From an optimization exercise on the open Yosys and OpenROAD flow, aimed at small area; shortcuts taken in it are not production practice.
The RTL was checked by simulation tests, not by an equivalence proof against the original design.
No activity file was given, so power comes from the tool's default toggle rates.

==> inputs of job 1928 <==
==> flow/design.v (excerpt) <==
module aes128_mode_ctrl #(
  parameter int CNT_W = 16
) (
  input  logic             clk_sys,
  input  logic             rst,
  input  logic [2:0]       mode,
  input  logic [127:0]     iv,
  input  logic             sess_start,
  input  logic             sess_end,
  output logic             sess_busy,
  output logic             mode_err,
  input  logic [127:0]     din,
  input  logic             din_valid,
  output logic             din_ready,
  output logic [127:0]     dout,
  output logic             dout_valid,
  input  logic             dout_ready,
  output logic [CNT_W-1:0] blk_cnt,
  output logic [127:0]     aes_plain_text,
  output logic             aes_cipher_en,
  input  logic [127:0]     aes_cipher_text,
  input  logic             aes_cipher_ready
);
==> module aes128_mode_ctrl, before the edit <==
module aes128_mode_ctrl #(
  parameter int CNT_W = 16
) (
  input  logic             clk_sys,
  input  logic             rst,
  input  logic [2:0]       mode,
  input  logic [127:0]     iv,
  input  logic             sess_start,
  input  logic             sess_end,
  output logic             sess_busy,
  output logic             mode_err,
  input  logic [127:0]     din,
  input  logic             din_valid,
  output logic             din_ready,
  output logic [127:0]     dout,
  output logic             dout_valid,
  input  logic             dout_ready,
  output logic [CNT_W-1:0] blk_cnt,
  output logic [127:0]     aes_plain_text,
  output logic             aes_cipher_en,
  input  logic [127:0]     aes_cipher_text,
  input  logic             aes_cipher_ready
);
  logic             st1_q, st0_q;
  logic [1:0]       state_q, state_d;
  logic [2:0]       mode_q;
  logic [127:0]     a_q, b_q;
  logic             cipher_en_q;
  logic [CNT_W-1:0] blk_cnt_q, blk_cnt_d;
  logic             end_q;
  logic             mode_err_q;
  assign state_q = {st1_q, st0_q};
  logic st_idle, st_load, st_run, st_out;
  assign st_idle = (state_q == 2'b00);
  assign st_load = (state_q == 2'b01);
  assign st_run  = (state_q == 2'b10);
  assign st_out  = (state_q == 2'b11);
  logic m_ecb, m_cbc, m_cfb, m_ofb, m_ctr, m_xor;
  assign m_ecb = (mode_q == 3'd0);
  assign m_cbc = (mode_q == 3'd1);
  assign m_cfb = (mode_q == 3'd2);
  assign m_ofb = (mode_q == 3'd3);
  assign m_ctr = mode_q[2];
  assign m_xor = mode_q[2] | mode_q[1];
  logic start_ok, take;
  assign start_ok = sess_start && (mode <= 3'd4);
  assign take     = st_run && aes_cipher_ready;
  assign state_d[1] = (st1_q && !st0_q) || (st1_q && st0_q && !dout_ready)
                   || (!st1_q && st0_q && !sess_end && din_valid);
  assign state_d[0] = (!st1_q && !st0_q && start_ok) || (!st1_q && st0_q && !sess_end && !din_valid)
                   || (st1_q && !st0_q && aes_cipher_ready)
                   || (st1_q && st0_q && !(dout_ready && (end_q || sess_end)));
  always_comb begin
    blk_cnt_d = blk_cnt_q;
    if (st_idle && start_ok) blk_cnt_d = '0;
    else if (st_out && dout_ready && blk_cnt_q != '1) blk_cnt_d = blk_cnt_q + CNT_W'(1);
  end
  always_ff @(posedge clk_sys) begin
    if (rst) begin
      st1_q       <= 1'b0;
      st0_q       <= 1'b0;
      cipher_en_q <= 1'b0;
      blk_cnt_q   <= '0;
      mode_err_q  <= 1'b0;
    end else begin
      st1_q       <= state_d[1];
      st0_q       <= state_d[0];
      cipher_en_q <= st_load && !sess_end && din_valid;
      blk_cnt_q   <= blk_cnt_d;
      mode_err_q  <= st_idle && sess_start && !(mode <= 3'd4);
    end
  end
  always_ff @(posedge clk_sys) begin
    end_q <= state_q[1] && (end_q || sess_end);
    if (st_idle) mode_q <= mode;
  end
  logic         keep_a, ld_din, ld_iv, ld_ct, ld_b, ld_pt, inc;
  logic [127:0] carry;
  assign ld_iv  = st_idle && (mode != 3'd0);
  assign ld_din = st_load && din_valid && !m_xor;
  assign ld_ct  = take && !m_ecb && !m_ctr;
  assign ld_b   = take && m_cfb;
  assign inc    = take && m_ctr;
  assign ld_pt  = !st1_q && m_xor;
  assign keep_a = !(st_idle || (take && !m_ctr));
  logic [7:0]   blk_pre;
  always_comb begin
    blk_pre[0] = 1'b1;
    for (int j = 1; j < 8; j++) blk_pre[j] = blk_pre[j-1] & (&a_q[16*j-1 -: 16]);
    for (int j = 0; j < 8; j++) begin
      carry[16*j] = inc & blk_pre[j];
      for (int k = 1; k < 16; k++) carry[16*j+k] = carry[16*j+k-1] & a_q[16*j+k-1];
    end
  end
  always_ff @(posedge clk_sys) begin
    a_q <= ((a_q & {128{keep_a}}) | (iv & {128{ld_iv}}) | (aes_cipher_text & {128{ld_ct}}))
         ^ ((din & {128{ld_din}}) | (b_q & {128{ld_b}}) | carry);
    b_q <= (b_q & {128{st1_q}}) ^ ((aes_cipher_text & {128{take}}) | (din & {128{ld_pt}}));
  end
  assign sess_busy      = !st_idle;
  assign mode_err       = mode_err_q;
  assign din_ready      = st_load && !sess_end;
  assign dout           = b_q;
  assign dout_valid     = st_out;
  assign blk_cnt        = blk_cnt_q;
  assign aes_plain_text = a_q;
  assign aes_cipher_en  = cipher_en_q;
endmodule
clock: 5.0 ns
lec_check: 0
cap_margin: 20
core_margin: 2
core_utilization: 30
slew_margin: 20
standard.sh (not shown) runs the stock make flow with config.mk's settings and CLKGATE_MAP_FILE= SYNTH_SCRIPT=/design/flow/synth_recipe.tcl, a recipe that flattens the netlist after the stock synthesis.
==> flow/flow/run.sh <==
#!/bin/bash
# Own layout flow: the standard flow (standard.sh) with three changes.
#  1. Synthesis is the standard flow's synthesis script (synth_recipe.tcl) unchanged, except that its call to
#     ABC (combinational mapping only) uses the area-oriented script flow/area.abc. Flip-flop
#     mapping, flattening and naming are untouched, so the registers are the standard ones.
#  2. Port buffers are sky130_fd_sc_hd__buf_1 (every input and output port still gets one).
#  3. Clock tree: clkbuf_8 buffers, clusters of at most 14 sinks within 90 um, and no dummy
#     load cells.
# Each tool's output goes to a log file in this folder (and ORFS's own logs under orfs/logs).
set -euo pipefail
W=$(pwd)

cat > "$W/area_synth.tcl" <<TCL
proc abc {args} {
  set i [lsearch -exact \$args -script]
  if {\$i >= 0} { lset args [expr {\$i + 1}] {$W/flow/area.abc} }
  yosys abc {*}\$args
}
source {$W/synth_recipe.tcl}
TCL

sed "s#SYNTH_SCRIPT=[^ ]*#SYNTH_SCRIPT=$W/area_synth.tcl#" standard.sh > "$W/own_standard.sh"
grep -q "SYNTH_SCRIPT=$W/area_synth.tcl" "$W/own_standard.sh"

bash "$W/own_standard.sh" synth > "$W/synth.log" 2>&1
bash "$W/own_standard.sh" \
  "BUFFER_PORTS_ARGS=-buffer_cell sky130_fd_sc_hd__buf_1" \
  "CTS_ARGS=-sink_clustering_enable -repair_clock_nets -dont_use_dummy_load -buf_list sky130_fd_sc_hd__clkbuf_8 -sink_clustering_size 14 -sink_clustering_max_diameter 90" \
  finish > "$W/layout.log" 2>&1
test -s "$W/out/final.def"
==> flow/flow/area.abc <==
strash
&get -n
&st
&if -a -K 6
&st
&nf -a -R 1000
&put
topo
==> inputs of job 8813, as changes to job 1928 <==
--- a/flow/design.v
+++ b/flow/design.v
@@ -22,5 +22,4 @@
   input  logic             aes_cipher_ready
 );
-  logic             st1_q, st0_q;
   logic [1:0]       state_q, state_d;
   logic [2:0]       mode_q;
@@ -30,5 +29,4 @@
   logic             end_q;
   logic             mode_err_q;
-  assign state_q = {st1_q, st0_q};
   logic st_idle, st_load, st_run, st_out;
   assign st_idle = (state_q == 2'b00);
@@ -46,9 +44,13 @@
   assign start_ok = sess_start && (mode <= 3'd4);
   assign take     = st_run && aes_cipher_ready;
-  assign state_d[1] = (st1_q && !st0_q) || (st1_q && st0_q && !dout_ready)
-                   || (!st1_q && st0_q && !sess_end && din_valid);
-  assign state_d[0] = (!st1_q && !st0_q && start_ok) || (!st1_q && st0_q && !sess_end && !din_valid)
-                   || (st1_q && !st0_q && aes_cipher_ready)
-                   || (st1_q && st0_q && !(dout_ready && (end_q || sess_end)));
+  always_comb begin
+    state_d = state_q;
+    case (state_q)
+      2'b00: if (start_ok) state_d = 2'b01;
+      2'b01: if (sess_end) state_d = 2'b00; else if (din_valid) state_d = 2'b10;
+      2'b10: if (aes_cipher_ready) state_d = 2'b11;
+      2'b11: if (dout_ready) state_d = (end_q || sess_end) ? 2'b00 : 2'b01;
+    endcase
+  end
   always_comb begin
     blk_cnt_d = blk_cnt_q;
@@ -58,12 +60,10 @@
   always_ff @(posedge clk_sys) begin
     if (rst) begin
-      st1_q       <= 1'b0;
-      st0_q       <= 1'b0;
+      state_q     <= 2'b00;
       cipher_en_q <= 1'b0;
       blk_cnt_q   <= '0;
       mode_err_q  <= 1'b0;
     end else begin
-      st1_q       <= state_d[1];
-      st0_q       <= state_d[0];
+      state_q     <= state_d;
       cipher_en_q <= st_load && !sess_end && din_valid;
       blk_cnt_q   <= blk_cnt_d;
@@ -75,26 +75,22 @@
     if (st_idle) mode_q <= mode;
   end
-  logic         keep_a, ld_din, ld_iv, ld_ct, ld_b, ld_pt, inc;
-  logic [127:0] carry;
+  logic         keep_a, ld_din, ld_iv, ld_ct, ld_g, inc;
+  logic [127:0] g, carry;
   assign ld_iv  = st_idle && (mode != 3'd0);
   assign ld_din = st_load && din_valid && !m_xor;
-  assign ld_ct  = take && !m_ecb && !m_ctr;
-  assign ld_b   = take && m_cfb;
+  assign ld_ct  = take && (m_cbc || m_ofb);
+  assign ld_g   = take && m_cfb;
   assign inc    = take && m_ctr;
-  assign ld_pt  = !st1_q && m_xor;
   assign keep_a = !(st_idle || (take && !m_ctr));
-  logic [7:0]   blk_pre;
+  assign g = b_q ^ (aes_cipher_text & {128{take}});
   always_comb begin
-    blk_pre[0] = 1'b1;
-    for (int j = 1; j < 8; j++) blk_pre[j] = blk_pre[j-1] & (&a_q[16*j-1 -: 16]);
-    for (int j = 0; j < 8; j++) begin
-      carry[16*j] = inc & blk_pre[j];
-      for (int k = 1; k < 16; k++) carry[16*j+k] = carry[16*j+k-1] & a_q[16*j+k-1];
-    end
+    carry[0] = 1'b1;
+    for (int i = 1; i < 128; i++) carry[i] = carry[i-1] & a_q[i-1];
   end
   always_ff @(posedge clk_sys) begin
-    a_q <= ((a_q & {128{keep_a}}) | (iv & {128{ld_iv}}) | (aes_cipher_text & {128{ld_ct}}))
-         ^ ((din & {128{ld_din}}) | (b_q & {128{ld_b}}) | carry);
-    b_q <= (b_q & {128{st1_q}}) ^ ((aes_cipher_text & {128{take}}) | (din & {128{ld_pt}}));
+    a_q <= (a_q & {128{keep_a}})
+         ^ ((din & {128{ld_din}}) | (iv & {128{ld_iv}}) | (aes_cipher_text & {128{ld_ct}})
+            | (g & {128{ld_g}}) | (carry & {128{inc}}));
+    b_q <= state_q[1] ? g : (din & {128{m_xor}});
   end
   assign sess_busy      = !st_idle;
==> flow/run.sh (new file) <==
#!/bin/bash
# synth_recipe.tcl (not shown) runs the flow's synth.tcl, then flattens the netlist and writes it again
# the make line also repeats each setting of config.mk as NAME=value (left out here)
make -C /OpenROAD-flow-scripts/flow DESIGN_CONFIG=/design/flow/config.mk WORK_HOME=/design/flow/orfs CLKGATE_MAP_FILE= SYNTH_SCRIPT=/design/flow/synth_recipe.tcl finish
CORE_UTILIZATION = 40   (was 30)
removed: flow/flow/run.sh
removed: flow/flow/area.abc
removed: flow/standard.sh
==> inputs of job 8610, as changes to job 1928 <==
--- a/flow/flow/run.sh
+++ b/flow/flow/run.sh
@@ -5,5 +5,5 @@
 #     mapping, flattening and naming are untouched, so the registers are the standard ones.
 #  2. Port buffers are sky130_fd_sc_hd__buf_1 (every input and output port still gets one).
-#  3. Clock tree: clkbuf_8 buffers, clusters of at most 14 sinks within 90 um, and no dummy
+#  3. Clock tree: clkbuf_8 buffers, clusters of at most 12 sinks within 80 um, and no dummy
 #     load cells.
 # Each tool's output goes to a log file in this folder (and ORFS's own logs under orfs/logs).
@@ -26,5 +26,5 @@
 bash "$W/own_standard.sh" \
   "BUFFER_PORTS_ARGS=-buffer_cell sky130_fd_sc_hd__buf_1" \
-  "CTS_ARGS=-sink_clustering_enable -repair_clock_nets -dont_use_dummy_load -buf_list sky130_fd_sc_hd__clkbuf_8 -sink_clustering_size 14 -sink_clustering_max_diameter 90" \
+  "CTS_ARGS=-sink_clustering_enable -repair_clock_nets -dont_use_dummy_load -buf_list sky130_fd_sc_hd__clkbuf_8 -sink_clustering_size 12 -sink_clustering_max_diameter 80" \
   finish > "$W/layout.log" 2>&1
 test -s "$W/out/final.def"
==> flow/flow/area.abc (replaced) <==
strash
&get -n
&st
&nf -a -R 1000
&put
topo
==> comparison table <==
	job 8610	job 1928	job 8813
H-tree depth reported by CTS	1	1	2
Result of the run	timing/DRC/antenna clean	timing/DRC/antenna clean	timing/DRC/antenna clean
Area delta synth->final	30.08%	29.31%	50.93%
Power Internal	3448 µW	3347 µW	5404 µW
Synthesized area per cell	10.28 µm²	11.39 µm²	8.121 µm²
P per Cell Area	306.6 nW/µm²	307.9 nW/µm²	323.8 nW/µm²
Flop2flop setup slack	0.70 ns	0.72 ns	1.41 ns
Area of placed instances	16710 µm²	16380 µm²	23610 µm²
Metal2 WL	29130 µm	29780 µm	39110 µm
Final-layout fill cell count	4530	4484	3654
Leakage	0.005495 µW	0.005246 µW	0.008908 µW
Routing usage on met1	0.3205	0.3350	0.4401
Estimated wirelength of the detail-placed design	44980 µm	45140 µm	61900 µm
Slowest cell on crit path	sky130_fd_sc_hd__nor4_1	sky130_fd_sc_hd__dfxtp_1	sky130_fd_sc_hd__dfxtp_4
Shortest period the worst path allows	4.299 ns	4.277 ns	4.003 ns
Count of non-CTS buffers in the layout	690	689	708
Source of the worst register-to-register timing path	a_q[28]$_DFF_P_	a_q[9]$_DFF_P_	-

-- port drivers added, routing unchanged --
How much do the figures lean on ideal ports? The routed layouts below were timed once more, with nothing changed but the port constraints. Step 1 sets driving cells, clkbuf_16 on the clock port and buf_2 on the other inputs (assumed; they add their load-dependent delay and slew). Step 2 moves the port delays by t, midway between the first and last clock arrival at a register: inputs arrive t later, outputs are due t later. That takes back most of the time a late clock gives input paths. a / b / c = ideal / step 1 / step 2; a / b = the first two.
| run | shift t [ns] | slack for setup (ns) | worst setup path after step 2 | worst slew at a driven data input, ns |
|---|---|---|---|---|
| job 1928 | 0.627 | 0.723 / 0.723 / 0.723 | register to register | 0.14 |
| job 8813 | 0.613 | 0.997 / 0.939 / 1.029 | input to register | 0.16 |
| job 8610 | 0.635 | 0.701 / 0.701 / 0.701 | register to register | 0.11 |
After both steps every run listed still meets setup and hold.
